From an optimization exercise on the open Yosys and OpenROAD flow, aimed at a short achievable clock period and few clock cycles; shortcuts taken in it are not production practice.
Where RTL was checked, it was by simulation tests only, not by an equivalence proof against the original.
No functional check of the RTL was part of run 2.
Power figures rest on the tool's default switching activity, not on a simulated workload.

**design.v**
```verilog
`timescale 1ns/10ps
module rv_core (
	input  logic        clk,
	input  logic        reset,
	output logic [31:0] imem_addr,
	input  logic [31:0] imem_data,
	output logic [31:0] dmem_addr,
	output logic        dmem_we,
	output logic [31:0] dmem_wdata,
	input  logic [31:0] dmem_rdata
);
	logic [11:0] pc_lo;
	logic [19:0] pc_hi;
	logic [19:0] pc_inc;
	logic        pc_c;
	logic [31:0] rf [1:31];
	logic [31:0] x_last;
	logic        x_valid;
	logic [4:0]  x_rd;
	logic        x_we;
	logic [31:0] x_ra;
	logic [31:0] x_rb;
	logic [31:0] x_imm;
	logic [31:0] x_pc;
	logic        x_fwa;
	logic        x_fwb;
	logic        x_useimm;
	logic        x_s_add;
	logic        x_s_sub;
	logic        x_s_slt;
	logic        x_s_sltu;
	logic        x_s_xor;
	logic        x_s_or;
	logic        x_s_and;
	logic        x_s_sll;
	logic        x_s_srl;
	logic        x_s_sra;
	logic        x_s_link;
	logic        x_ld;
	logic        x_st;
	logic        x_br;
	logic [2:0]  x_f3;
	logic        x_pred;
	logic        x_jalr;
	logic        sb_valid;
	logic [31:0] sb_addr;
	logic [31:0] sb_data;
	logic [31:0] inst;
	logic [4:0]  opc;
	logic [2:0]  f3;
	logic [6:0]  f7;
	logic [4:0]  rd, rs1, rs2;
	logic        enc_ok;
	logic        d_op, d_opimm, d_lui, d_auipc, d_jal, d_jalr, d_br, d_ld, d_st;
	logic        f7_zero, f7_alt;
	logic [31:0] imm_i, imm_s, imm_b, imm_u, imm_j;
	logic [19:0] pc_true_hi;
	logic [31:0] pc_cur;
	logic [31:0] link;
	logic [31:0] rs1_val, rs2_val;
	logic        pred;
	logic [31:0] imm_f;
	logic [12:0] lo_tgt;
	logic [12:0] lo_seq;
	assign inst = imem_data;
	assign opc = inst[6:2];
	assign f3 = inst[14:12];
	assign f7 = inst[31:25];
	assign rd = inst[11:7];
	assign rs1 = inst[19:15];
	assign rs2 = inst[24:20];
	assign enc_ok = inst[1:0] == 2'b11;
	assign f7_zero = f7 == 7'b0000000;
	assign f7_alt = f7 == 7'b0100000;
	assign d_op    = enc_ok && opc == 5'b01100 &&
		(f7_zero || (f7_alt && (f3 == 3'b000 || f3 == 3'b101)));
	assign d_opimm = enc_ok && opc == 5'b00100 &&
		((f3 != 3'b001 && f3 != 3'b101) || f7_zero || (f3 == 3'b101 && f7_alt));
	assign d_lui   = enc_ok && opc == 5'b01101;
	assign d_auipc = enc_ok && opc == 5'b00101;
	assign d_jal   = enc_ok && opc == 5'b11011;
	assign d_jalr  = enc_ok && opc == 5'b11001 && f3 == 3'b000;
	assign d_br    = enc_ok && opc == 5'b11000 && f3[2:1] != 2'b01;
	assign d_ld    = enc_ok && opc == 5'b00000 && f3 == 3'b010;
	assign d_st    = enc_ok && opc == 5'b01000 && f3 == 3'b010;
	assign imm_i = {{20{inst[31]}}, inst[31:20]};
	assign imm_s = {{20{inst[31]}}, inst[31:25], inst[11:7]};
	assign imm_b = {{20{inst[31]}}, inst[7], inst[30:25], inst[11:8], 1'b0};
	assign imm_u = {inst[31:12], 12'b0};
	assign imm_j = {{12{inst[31]}}, inst[19:12], inst[20], inst[30:21], 1'b0};
	assign pc_true_hi = pc_hi + pc_inc + {19'b0, pc_c};
	assign pc_cur = {pc_true_hi, pc_lo};
	assign link = pc_cur + 32'd4;
	assign rs1_val = (rs1 == 5'd0) ? 32'd0 : rf[rs1];
	assign rs2_val = (rs2 == 5'd0) ? 32'd0 : rf[rs2];
	assign pred = d_jal || (d_br && inst[31]);
	assign imm_f = d_jal ? imm_j : imm_b;
	assign lo_tgt = {1'b0, pc_lo} + {1'b0, imm_f[11:0]};
	assign lo_seq = {1'b0, pc_lo} + 13'd4;
	assign imem_addr = pc_cur;
	logic [31:0] a, b, opb;
	logic [31:0] sum, diff;
	logic        lt, ltu, eq;
	logic [31:0] alu;
	logic        taken;
	logic        redirect;
	logic [31:0] redirect_pc;
	logic [31:0] alt_pc;
	logic [10:0] ld_lo;
	logic        x_is_ld;
	logic        sb_hit;
	logic [31:0] ldata;
	logic [31:0] result;
	assign a = x_fwa ? x_last : x_ra;
	assign b = x_fwb ? x_last : x_rb;
	assign opb = x_useimm ? x_imm : b;
	assign sum = a + opb;
	assign diff = a - b;
	assign lt = $signed(a) < $signed(opb);
	assign ltu = a < opb;
	assign eq = a == b;
	assign alu =
		({32{x_s_add}}  & sum) |
		({32{x_s_sub}}  & diff) |
		({32{x_s_slt}}  & {31'b0, lt}) |
		({32{x_s_sltu}} & {31'b0, ltu}) |
		({32{x_s_xor}}  & (a ^ opb)) |
		({32{x_s_or}}   & (a | opb)) |
		({32{x_s_and}}  & (a & opb)) |
		({32{x_s_sll}}  & (a << opb[4:0])) |
		({32{x_s_srl}}  & (a >> opb[4:0])) |
		({32{x_s_sra}}  & 32'($signed(a) >>> opb[4:0])) |
		({32{x_s_link}} & b);
	always_comb begin
		case (x_f3)
			3'b000: taken = eq;
			3'b001: taken = !eq;
			3'b100: taken = lt;
			3'b101: taken = !lt;
			3'b110: taken = ltu;
			default: taken = !ltu;
		endcase
	end
	assign alt_pc = x_pc + (x_pred ? 32'd4 : x_imm);
	assign redirect = x_valid && (x_jalr || (x_br && (taken != x_pred)));
	assign redirect_pc = x_jalr ? {sum[31:1], 1'b0} : alt_pc;
	assign ld_lo = a[10:0] + x_imm[10:0];
	assign x_is_ld = x_valid && x_ld;
	assign sb_hit = sb_valid && sb_addr[10:2] == ld_lo[10:2];
	assign ldata = sb_hit ? sb_data : dmem_rdata;
	assign result = x_ld ? ldata : alu;
	assign dmem_we = sb_valid && !x_is_ld;
	assign dmem_addr = {sb_addr[31:11], x_is_ld ? ld_lo : sb_addr[10:0]};
	assign dmem_wdata = sb_data;
	always_ff @(posedge clk) begin
		if (reset) begin
			pc_lo <= 12'd0;
			pc_hi <= 20'd0;
			pc_inc <= 20'd0;
			pc_c <= 1'b0;
		end else if (redirect) begin
			pc_lo <= redirect_pc[11:0];
			pc_hi <= redirect_pc[31:12];
			pc_inc <= 20'd0;
			pc_c <= 1'b0;
		end else if (pred) begin
			pc_lo <= lo_tgt[11:0];
			pc_hi <= pc_true_hi;
			pc_inc <= imm_f[31:12];
			pc_c <= lo_tgt[12];
		end else begin
			pc_lo <= lo_seq[11:0];
			pc_hi <= pc_true_hi;
			pc_inc <= 20'd0;
			pc_c <= lo_seq[12];
		end
	end
	always_ff @(posedge clk) begin
		if (reset) begin
			for (int i = 1; i < 32; i++) begin
				rf[i] <= 32'd0;
			end
		end else if (x_valid && x_we) begin
			rf[x_rd] <= result;
		end
	end
	always_ff @(posedge clk) begin
		x_last <= result;
	end
	always_ff @(posedge clk) begin
		if (reset || redirect) begin
			x_valid <= 1'b0;
		end else begin
			x_valid <= 1'b1;
		end
		x_rd <= rd;
		x_we <= (d_op || d_opimm || d_lui || d_auipc || d_jal || d_jalr || d_ld) && rd != 5'd0;
		x_ra <= d_lui ? 32'd0 : (d_auipc ? pc_cur : rs1_val);
		x_rb <= (d_jal || d_jalr) ? link : rs2_val;
		x_imm <= d_st ? imm_s : ((d_lui || d_auipc) ? imm_u : (d_br ? imm_b : imm_i));
		x_pc <= pc_cur;
		x_fwa <= x_valid && x_we && rs1 == x_rd && !(d_lui || d_auipc);
		x_fwb <= x_valid && x_we && rs2 == x_rd && (d_op || d_br || d_st);
		x_useimm <= !(d_op || d_br);
		x_s_add <= (d_op && f3 == 3'b000 && !f7[5]) || (d_opimm && f3 == 3'b000) ||
			d_lui || d_auipc;
		x_s_sub <= d_op && f3 == 3'b000 && f7[5];
		x_s_slt <= (d_op || d_opimm) && f3 == 3'b010;
		x_s_sltu <= (d_op || d_opimm) && f3 == 3'b011;
		x_s_xor <= (d_op || d_opimm) && f3 == 3'b100;
		x_s_or <= (d_op || d_opimm) && f3 == 3'b110;
		x_s_and <= (d_op || d_opimm) && f3 == 3'b111;
		x_s_sll <= (d_op || d_opimm) && f3 == 3'b001;
		x_s_srl <= (d_op || d_opimm) && f3 == 3'b101 && !f7[5];
		x_s_sra <= (d_op || d_opimm) && f3 == 3'b101 && f7[5];
		x_s_link <= d_jal || d_jalr;
		x_ld <= d_ld;
		x_st <= d_st;
		x_br <= d_br;
		x_f3 <= f3;
		x_pred <= pred;
		x_jalr <= d_jalr;
	end
	always_ff @(posedge clk) begin
		if (reset) begin
			sb_valid <= 1'b0;
		end else if (x_valid && x_st) begin
			sb_valid <= 1'b1;
		end else if (dmem_we) begin
			sb_valid <= 1'b0;
		end
		if (x_valid && x_st) begin
			sb_addr <= sum;
			sb_data <= b;
		end
	end
endmodule
```
**run.sh**
```bash
#!/bin/bash
# synth_recipe.tcl (not shown) runs the flow's synth.tcl, then flattens the netlist and writes it again
# the make line also repeats each setting of config.mk as NAME=value (left out here)
make -C /OpenROAD-flow-scripts/flow DESIGN_CONFIG=/design/flow/config.mk WORK_HOME=/design/flow/orfs CLKGATE_MAP_FILE= SYNTH_SCRIPT=/design/flow/synth_recipe.tcl finish
```
**config.mk**
```make
export PLATFORM = sky130hd
export DESIGN_NAME = rv_core
export DESIGN_NICKNAME = rv_core
export VERILOG_FILES = /design/flow/design.v
export SDC_FILE = /design/flow/constraint.sdc
export NUM_CORES = 4
export LEC_CHECK = 0
export CAP_MARGIN = 30
export CORE_MARGIN = 2
export CORE_UTILIZATION = 30
export SLEW_MARGIN = 30
```
**constraint.sdc**
```tcl
create_clock -name core_clock -period 7.0 [get_ports {clk}]
set_input_delay 1.4000 -clock core_clock [delete_from_list [all_inputs] [get_ports {clk}]]
set_output_delay 1.4000 -clock core_clock [all_outputs]
set_load 0.01 [all_outputs]
```
==> results of run 1 <==
==> worst max-delay path by stage <==
stage	slack, ns	cells past startpoint	endpoint	from
floorplan	2.06	20	rf[10][31]$_SDFFCE_PN0P_	x_fwa$_DFF_P_
global placement	0.88	19	pc_lo[11]$_SDFF_PP0_	imem_data[6]
detailed placement	0.96	15	rf[21][22]$_SDFFCE_PN0P_	x_fwa$_DFF_P_
CTS	0.67	11	imem_addr[30]	pc_hi[0]$_SDFF_PP0_
global route	0.63	11	imem_addr[30]	pc_hi[0]$_SDFF_PP0_
finish	0.69	11	imem_addr[30]	pc_hi[0]$_SDFF_PP0_
==> through the flow <==
step / total power, mW / util / cells
2_1_floorplan: 11.38 / - / 6298
3_3_place_gp: 12.89 / 0.3238 / 9551
3_5_place_dp: 12.91 / 0.3240 / 9552
4_1_cts: 20.42 / 0.3420 / 9816
5_1_grt: 21.01 / 0.3421 / 9817
6_report: 20.48 / 0.3421 / 9821
==> cell type report <==
class | instances | area [um2] | share of cell area
Antenna cell | 4 | 10.01 | 0.0001141
Inverter | 196 | 740.7 | 0.008441
Timing Repair Buffer | 433 | 3849 | 0.04386
Sequential cell | 1320 | 37320 | 0.4253
Multi-Input combinational cell | 4220 | 36990 | 0.4216
Clock buffer | 189 | 3959 | 0.04512
Clock inverter | 75 | 641.9 | 0.007315
Tap cell | 3384 | 4234 | 0.04825
==> kinds of logic (layout without fill, tap and decap cells) <==
logic type	Yosys count	after routing	share of synthesized area
other	0	4	0
adder cells (fa/ha/maj)	213	213	0.03517
AO/OA/AOI/OAI	987	987	0.08813
AND/OR/NAND/NOR	1877	1877	0.1054
XOR/XNOR	145	145	0.01653
buffers and inverters	758	893	0.04141
flip-flops	1320	1320	0.4830
multiplexers	998	998	0.2303
==> flip-flops by register name (all words and copies together), names as in the netlist, 3 cells and up <==
register  flops
rf         1024
sb_addr      32
sb_data      32
x_imm        32
x_last       32
x_pc         32
x_ra         32
x_rb         32
pc_hi        20
pc_lo        12
pc_inc        9
x_rd          5
x_f3          3
==> layer usage <==
metal | routed length (um) | vias to the layer above | track usage
met5 | 66 | - | 0
met4 | 18370 | 10 | 0.1159
met3 | 32690 | 803 | 0.04978
met2 | 145300 | 3933 | 0.3753
met1 | 113600 | 29820 | 0.2863
li1 | - | 23940 | -
==> synth_stat cells, drive strengths merged, types with 8 or more instances <==
master,count,share of area
nor2,1098,0.053
edfxtp,1088,0.42
mux4,612,0.18
clkbuf,331,0.016
mux2i,309,0.041
nand2,304,0.015
dfxtp,232,0.060
buf,231,0.016
ha,206,0.033
inv,193,0.0094
a21oi,186,0.012
o21ai,178,0.012
nor3,98,0.0063
a211oi,92,0.0090
xnor2,88,0.010
a21o,82,0.0080
mux2,77,0.011
nand3,71,0.0046
a22oi,63,0.0061
and3,58,0.0047
nor2b,58,0.0047
o211ai,57,0.0055
xor2,57,0.0066
nand2b,55,0.0045
o22ai,37,0.0032
a31oi,26,0.0021
a32oi,25,0.0028
o21a,25,0.0024
a221oi,24,0.0028
o21bai,22,0.0021
a32o,21,0.0027
nand4,20,0.0016
nor4,20,0.0017
and2,17,0.0014
o2111ai,15,0.0017
a21boi,14,0.0014
nand3b,13,0.0013
nor3b,13,0.0013
a221o,12,0.0016
or3,12,0.00097
or2,11,0.00089
a211o,10,0.0011
o211a,10,0.0013
a22o,8,0.00091
==> power by group <==
| part | internal, mW | switching (mW) |
|---|---|---|
| clock | 4.29 | 3.30 |
| sequential | 8.78 | 0.151 |
| combinational | 1.45 | 2.52 |
| total | 14.5 | 5.97 |
==> impl_metrics.tcl, run 1 <==
set metrics [dict create \
    clkSinkCount 1320 \
    grt_first_pass_wirelength_um 432700 \
    cts_buffer_depth 3 \
    critPathBufInv 3 \
    postCtsHoldBufs 0 \
    worst_setup_path_end_kind "output port" \
    ys_types 99 \
    grt_pass1_vias 57570 \
    via_count 58500 \
    htreeDepth 4 \
    finalSetupViolCount 0 \
    die-height_um 511.5 \
    track_usage 0.2297 \
    place_area_mm2 0.08310 \
    layout-drive-gt1-share 0.2001 \
    crit_chain "fa_1 -> inv_1 -> fa_1 -> nor2b_1 -> o31ai_1 -> a21oi_1 -> o211ai_1 -> a31oi_1 -> o211ai_1 -> buf_4 -> clkdlybuf4s50_1" \
    dieArea_mm2 0.2616 \
    first_pass_iters 6 \
    synth_area_per_cell_um2 12.27 \
    critPathTopFamily "compound AO/OA/AOI/OAI gates" \
    place_hpwl_um 210400 \
    min_from "pc_lo[0]$_SDFFE_PP0P_" \
    layout_commonest_cell "nor2_1" \
    fin_crit_ns 6.306 \
    holdPathEnd "x_pc[0]$_DFF_P_" \
    wl_um 310000 \
    fin_hold_ws_ns 0.5293 \
    yosys_warnings 1 \
    cp_slowest_stage_delay_ns 0.70 \
    fillers 24960 \
    yosysSeqAreaShare 0.4830 \
    start_kind "flop" \
    totalNegativeSetupSlack_ns 0 \
    r2r_slack_ns 0.85 \
    r2r_start "x_fwb$_DFF_P_" \
    syn-cell-area_mm2 0.07726 \
    crit_type "reg2out" \
    required_ns 5.60 \
    ir_worst_vdd_v 0.0002519 \
    syn_nets 6577 \
    r2r_end "pc_inc[8]$_SDFF_PP0_" \
    clk_pin_slew_ns 0.06 \
    cts_root_buffer "clkbuf_16" \
    netlist_instances 6298 \
    worstPathMaxFanout 5 \
    gp_congestion 0.9911 \
    hold_viol_final 0 \
    fmax_mhz 158.6 \
    io_pins 163 \
    stdcell_area_mm2 0.08775 \
    layout_common_cells "1094 x nor2_1, 1088 x edfxtp_1, 612 x mux4_2" \
    grt_max_degree 84 \
    nNetsFinal 6595 \
    numPortBuffers 162 \
    cts_tree "yes" \
    ys_seq_elements 1320 \
    arrival_ns 4.91 \
    drv_cap 0 \
    synth-edff-count 1088 \
    ant_nets 0 \
    grt_setup_unrepaired "no" \
    pwr_density_cell_mw_per_mm2 233.4 \
    async_flop_share 0 \
    p_leak_nw 31.47 \
    wire_per_inst_um 31.57 \
    cpMaxStageDelayCell "o211ai_1" \
    drtIter0Drc 8376 \
    pre_cts_slack_ns 0.9559 \
    core_region_area_mm2 0.2565 \
    antenna_found_initial 15 \
    slew_viol_final 0 \
    insertion_delay_ns 0.82 \
    status "finished clean" \
    synth_ff_type "edfxtp_1" \
    skew_ns 0.04451 \
    post_cts_resized 0 \
    grt_overflow 0 \
    dieWidth_um 511.5 \
    period_share 0.9009 \
    reg2reg_depth 13 \
    start_util 0.3013 \
    drc 0 \
    row_count 186 \
    area_growth_pct 13.57 \
    cts_made_buffers 145 \
    worst_pin_slew_ns 1.116 \
    hold_class "reg2reg" \
    post_cts_buffers 0 \
    whs_path_depth 0 \
    worst_slack_ns 0.6940 \
    vias_per_cell 5.957 \
    relSlewSlack 0.2503 \
]
Testbench counts, summed over its fixed seeds: cycles 27,766.
==> run 2, diff against run 1 <==
--- a/design.v
+++ b/design.v
@@ -43,4 +43,8 @@
 	logic        x_pred;
 	logic        x_jalr;
+	localparam int BHT_W = 6;
+	logic [(1<<BHT_W)-1:0] bht_v;
+	logic [1:0]  bht_c [(1<<BHT_W)];
+	logic [1:0]  x_bc;
 	logic        sb_valid;
 	logic [31:0] sb_addr;
@@ -94,9 +98,15 @@
 	assign rs1_val = (rs1 == 5'd0) ? 32'd0 : rf[rs1];
 	assign rs2_val = (rs2 == 5'd0) ? 32'd0 : rf[rs2];
-	assign pred = d_jal || (d_br && inst[31]);
+	logic [BHT_W-1:0] bi;
+	logic             bv;
+	logic [1:0]       bc;
+	assign bi = pc_lo[BHT_W+1:2];
+	assign bv = bht_v[bi];
+	assign bc = bht_c[bi];
+	assign pred = d_jal || (d_br && (bv ? bc[1] : inst[31]));
 	assign imm_f = d_jal ? imm_j : imm_b;
 	assign lo_tgt = {1'b0, pc_lo} + {1'b0, imm_f[11:0]};
 	assign lo_seq = {1'b0, pc_lo} + 13'd4;
-	assign imem_addr = pc_cur;
+	assign imem_addr = {pc_hi, pc_lo};
 	logic [31:0] a, b, opb;
 	logic [31:0] sum, diff;
@@ -221,4 +231,14 @@
 		x_pred <= pred;
 		x_jalr <= d_jalr;
+		x_bc <= bv ? bc : (inst[31] ? 2'b10 : 2'b01);
+	end
+	always_ff @(posedge clk) begin
+		if (reset) begin
+			bht_v <= '0;
+		end else if (x_valid && x_br) begin
+			bht_v[x_pc[BHT_W+1:2]] <= 1'b1;
+			bht_c[x_pc[BHT_W+1:2]] <= taken ? ((x_bc == 2'b11) ? 2'b11 : x_bc + 2'b01)
+				: ((x_bc == 2'b00) ? 2'b00 : x_bc - 2'b01);
+		end
 	end
 	always_ff @(posedge clk) begin
--- a/config.mk
+++ b/config.mk
@@ -6,6 +6,9 @@
 export NUM_CORES = 4
 export LEC_CHECK = 0
+export ABC_CLOCK_PERIOD_IN_PS = 3000
 export CAP_MARGIN = 30
 export CORE_MARGIN = 2
 export CORE_UTILIZATION = 30
+export SETUP_SLACK_MARGIN = 3.5
 export SLEW_MARGIN = 30
+export TNS_END_PERCENT = 100
==> run 2 against run 1 <==
Largest power group unchanged. Routed wire length up 23%. Clock skew up 0.013 ns. Non-clock buffer count up 402. Die area up 12%.
==> impl_metrics.tcl, run 2 <==
set metrics [dict create \
    status "finished clean" \
    grt_overflow 0 \
    worstSetupPathDepth 22 \
    wl_um 382800 \
    netlist_instances 7027 \
    worst_setup_path_end_kind "flop" \
    swShare 0.2984 \
    gr-usage-met2 0.3938 \
    required_ns 7.57 \
    pwr_density_cell_mw_per_mm2 218.3 \
    yosysSeqAreaShare 0.4914 \
    multi_input_comb_area_mm2 0.04817 \
    htreeDepth 4 \
    track_usage 0.2500 \
    pwr-share-clk 0.370 \
    register_area_mm2 0.04252 \
    place_area_mm2 0.09282 \
    hold_viol_final 0 \
    row_count 197 \
    vias_per_cell 6.110 \
    cts_tree "yes" \
    crit_chain "mux2i_4 -> inv_2 -> ha_4 -> fa_2 -> a21oi_4 -> nor2_2 -> buf_4 -> or3_4 -> xor3_1 -> or4_4 -> nor4_4 -> nand3_4 -> buf_12 -> buf_12 -> buf_12 -> buf_12 -> buf_4 -> mux2_4 -> o21ai_4 -> buf_12 -> clkbuf_16 -> nor2_1" \
    worstPathMaxFanout 8 \
    pre_cts_slack_ns 0.9016 \
    path_common_cell "buf_12" \
    drv_cap 0 \
    cp_slowest_stage_delay_ns 0.56 \
    totalNegativeSetupSlack_ns 0 \
    arrival_ns 5.67 \
    drc 0 \
    layout_commonest_cell "edfxtp_1" \
    synth_area_leaders "edfxtp_1 42%, mux4_2 17%, dfxtp_1 6.9%, nor2_1 5.4%, ha_1 3.0%" \
    start_util 0.3008 \
    synth.most_common_cell "nor2_1" \
    dieWidth_um 540.8 \
    fin_util 0.3905 \
    ir_worst_vdd_v 0.0002865 \
    cts_root_buffer "clkbuf_16" \
    skew_ns 0.05756 \
    cts_made_buffers 169 \
    fin_crit_ns 5.103 \
    grt_busiest_layer "met2" \
    seq_power_share 0.417 \
    dieArea_mm2 0.2925 \
    wire_per_inst_um 33.65 \
    async_flop_share 0 \
    numPortBuffers 162 \
    p_sw_mw 7.310 \
    yosys_warnings 1 \
    fmax_mhz 196.0 \
    critPathBufInv 9 \
    synth_area_per_cell_um2 12.30 \
    regMostFlops "rf" \
    worst_slack_ns 1.897 \
    grtUsageMet1 0.3155 \
    die-height_um 540.8 \
    combPwrFrac 0.213 \
    fillers 26440 \
    worst_pin_slew_ns 1.131 \
    ys_seq_elements 1514 \
    insertion_delay_ns 0.87 \
    via_count 69520 \
    grt_max_degree 90 \
    grt_first_pass_wirelength_um 521400 \
    synth_ff_type "edfxtp_1" \
    clk_pin_slew_ns 0.06 \
    syn_nets 7310 \
    synth-edff-count 1216 \
    critPathTopFamily "simple AND/OR/NAND/NOR gates" \
    postCtsHoldBufs 0 \
    crit_type "reg2reg" \
    io_pins 163 \
    period_share 0.7290 \
    first_pass_iters 6 \
    core_region_area_mm2 0.2874 \
    grt_pass1_vias 67150 \
    nNetsFinal 7734 \
    ant_nets 0 \
    largest_reg_flops 1024 \
    intPower_mw 17.18 \
    cpMaxStageDelayCell "or4_4" \
    layout-drive-gt1-share 0.3866 \
    syn-cell-area_mm2 0.08645 \
    antenna_found_initial 18 \
    area_growth_pct 29.80 \
    grt_setup_unrepaired "yes" \
    power_mw 24.49 \
    synth_top_area_share 0.4224 \
    hold_class "reg2reg" \
    use_met3 0.07380 \
    place_hpwl_um 237700 \
    r2r_slack_ns 1.90 \
    gp_congestion 0.9998 \
    yosys.area.top_type "edfxtp_1" \
    relSlewSlack 0.2460 \
    p_leak_nw 38.30 \
    synth_commonest_cells "1247 x nor2_1, 1216 x edfxtp_1, 668 x mux4_2, 333 x clkbuf_1, 314 x nand2_1" \
    cts_buffer_depth 3 \
    reg2reg_depth 22 \
    whs_path_depth 2 \
    layout_common_cells "1216 x edfxtp_1, 668 x mux4_2, 635 x nor2_1" \
    slew_viol_final 0 \
    start_kind "flop" \
    drtIter0Drc 10940 \
    stdcell_area_mm2 0.1122 \
    finalSetupViolCount 0 \
    clkSinkCount 1514 \
    ys_types 115 \
]
-- run 2: changes by cell type in the layout (fill, tap and decap cells not counted), moves of 54 or more --
cell / before / now
nor2_4: 0 / 468
a211oi_1: 91 / 31
nor2_2: 4 / 154
buf_4: 258 / 332
buf_12: 13 / 111
edfxtp_1: 1088 / 1216
dfxtp_1: 228 / 282
buf_16: 1 / 61
mux4_2: 612 / 668
mux2i_1: 304 / 176
buf_6: 2 / 140
nor2_1: 1094 / 635
and2_1: 16 / 96
-- run 2: kinds of logic after synthesis --
kind of cell | share of synthesized area
AO/OA/AOI/OAI | 0.09089
XOR/XNOR | 0.01512
adder cells (fa/ha/maj) | 0.03224
buffers and inverters | 0.04267
flip-flops | 0.4914
multiplexers | 0.2162
AND/OR/NAND/NOR | 0.1115
-- run 2: final cells by class --
class / instances / share of cell area
multi-input cells: 4726 / 0.4293
repair buffers: 835 / 0.09174
clock inverters: 100 / 0.008908
inverters: 205 / 0.007693
clock buffers: 212 / 0.04119
diodes: 5 / 0.0001115
well taps: 3781 / 0.04216
flip-flops and latches: 1514 / 0.3789
-- run 2: power by group through the flow --
stage | Sequential (mW) | Combinational (mW) | Clock [mW]
floorplan | 10.3 | 2.65 | 0
global placement | 10.4 | 4.08 | 0
detailed placement | 10.4 | 4.10 | 0
CTS | 10.2 | 4.82 | 9.10
global route | 10.2 | 5.37 | 9.46
finish | 10.2 | 5.21 | 9.07
-- run 2: worst min-delay path: stages (launching register included) --
cell	delay, ns
dfxtp_1	0.32
a21oi_1	0.04
nor2_1	0.07
-- run 2: metal layers --
metal | wire, um | vias to the layer above
met5 | 167 | -
met2 | 172700 | 5390
met1 | 136000 | 35420
met3 | 51890 | 983
li1 | - | 27720
met4 | 22000 | 10
-- run 2: path summary, 6_finish.rpt --
| kind | startpoint | end |
|---|---|---|
| min | bht_v[2]$_SDFFE_PP0P_ | bht_v[2]$_SDFFE_PP0P_ |
| min reg2reg | bht_v[2]$_SDFFE_PP0P_ | bht_v[2]$_SDFFE_PP0P_ |
| max | x_fwa$_DFF_P_ | rf[9][2]$_SDFFCE_PN0P_ |
| max reg2reg | x_fwa$_DFF_P_ | rf[9][2]$_SDFFCE_PN0P_ |
-- run 2: what timing repair did --
| action | 4_1_cts | 5_1_grt |
|---|---|---|
| endpoints found under the setup margin | 1748 | 1418 |
| pin swaps | 423 | 383 |
| cloned | 89 | 24 |
| resized for setup | 984 | 1076 |
| buffers inserted | 288 | 51 |
-- run 2: per-stage QoR --
stage / hold WS (ns) / instances
final: 0.4666 / 11380
after global routing: 0.4857 / 11370
after CTS: 0.4678 / 11300
after detailed placement: 0.4540 / 10610
after global placement: 0.4415 / 10610
after floorplan: 0.3672 / 7027

[port drivers added, routing unchanged]
The flow's constraints put no driver on any port. The routed layouts listed below were extracted and timed again, unchanged, in two steps. Step 1 assumes that a clkbuf_16 drives the clock port and a buf_2 every other input. Step 2 also shifts input and output timing later by t, the mid clock arrival at the registers, as if the neighbouring blocks saw the same clock. Slacks: no drivers / after step 1 / after step 2; pairs: no drivers / after step 1.
run	t, ns	setup WS [ns]	worst setup path at the end	pins driven straight from the clock port
run 1	0.898	0.694 / 0.593 / 0.847	register to register	1
run 2	0.939	1.897 / 1.897 / 1.810	input to register	1
After both steps setup and hold are still met in every run listed. For run 2, which loses most, drivers alone change the setup slack by 0.000 ns; drivers and shift together by -0.087 ns.
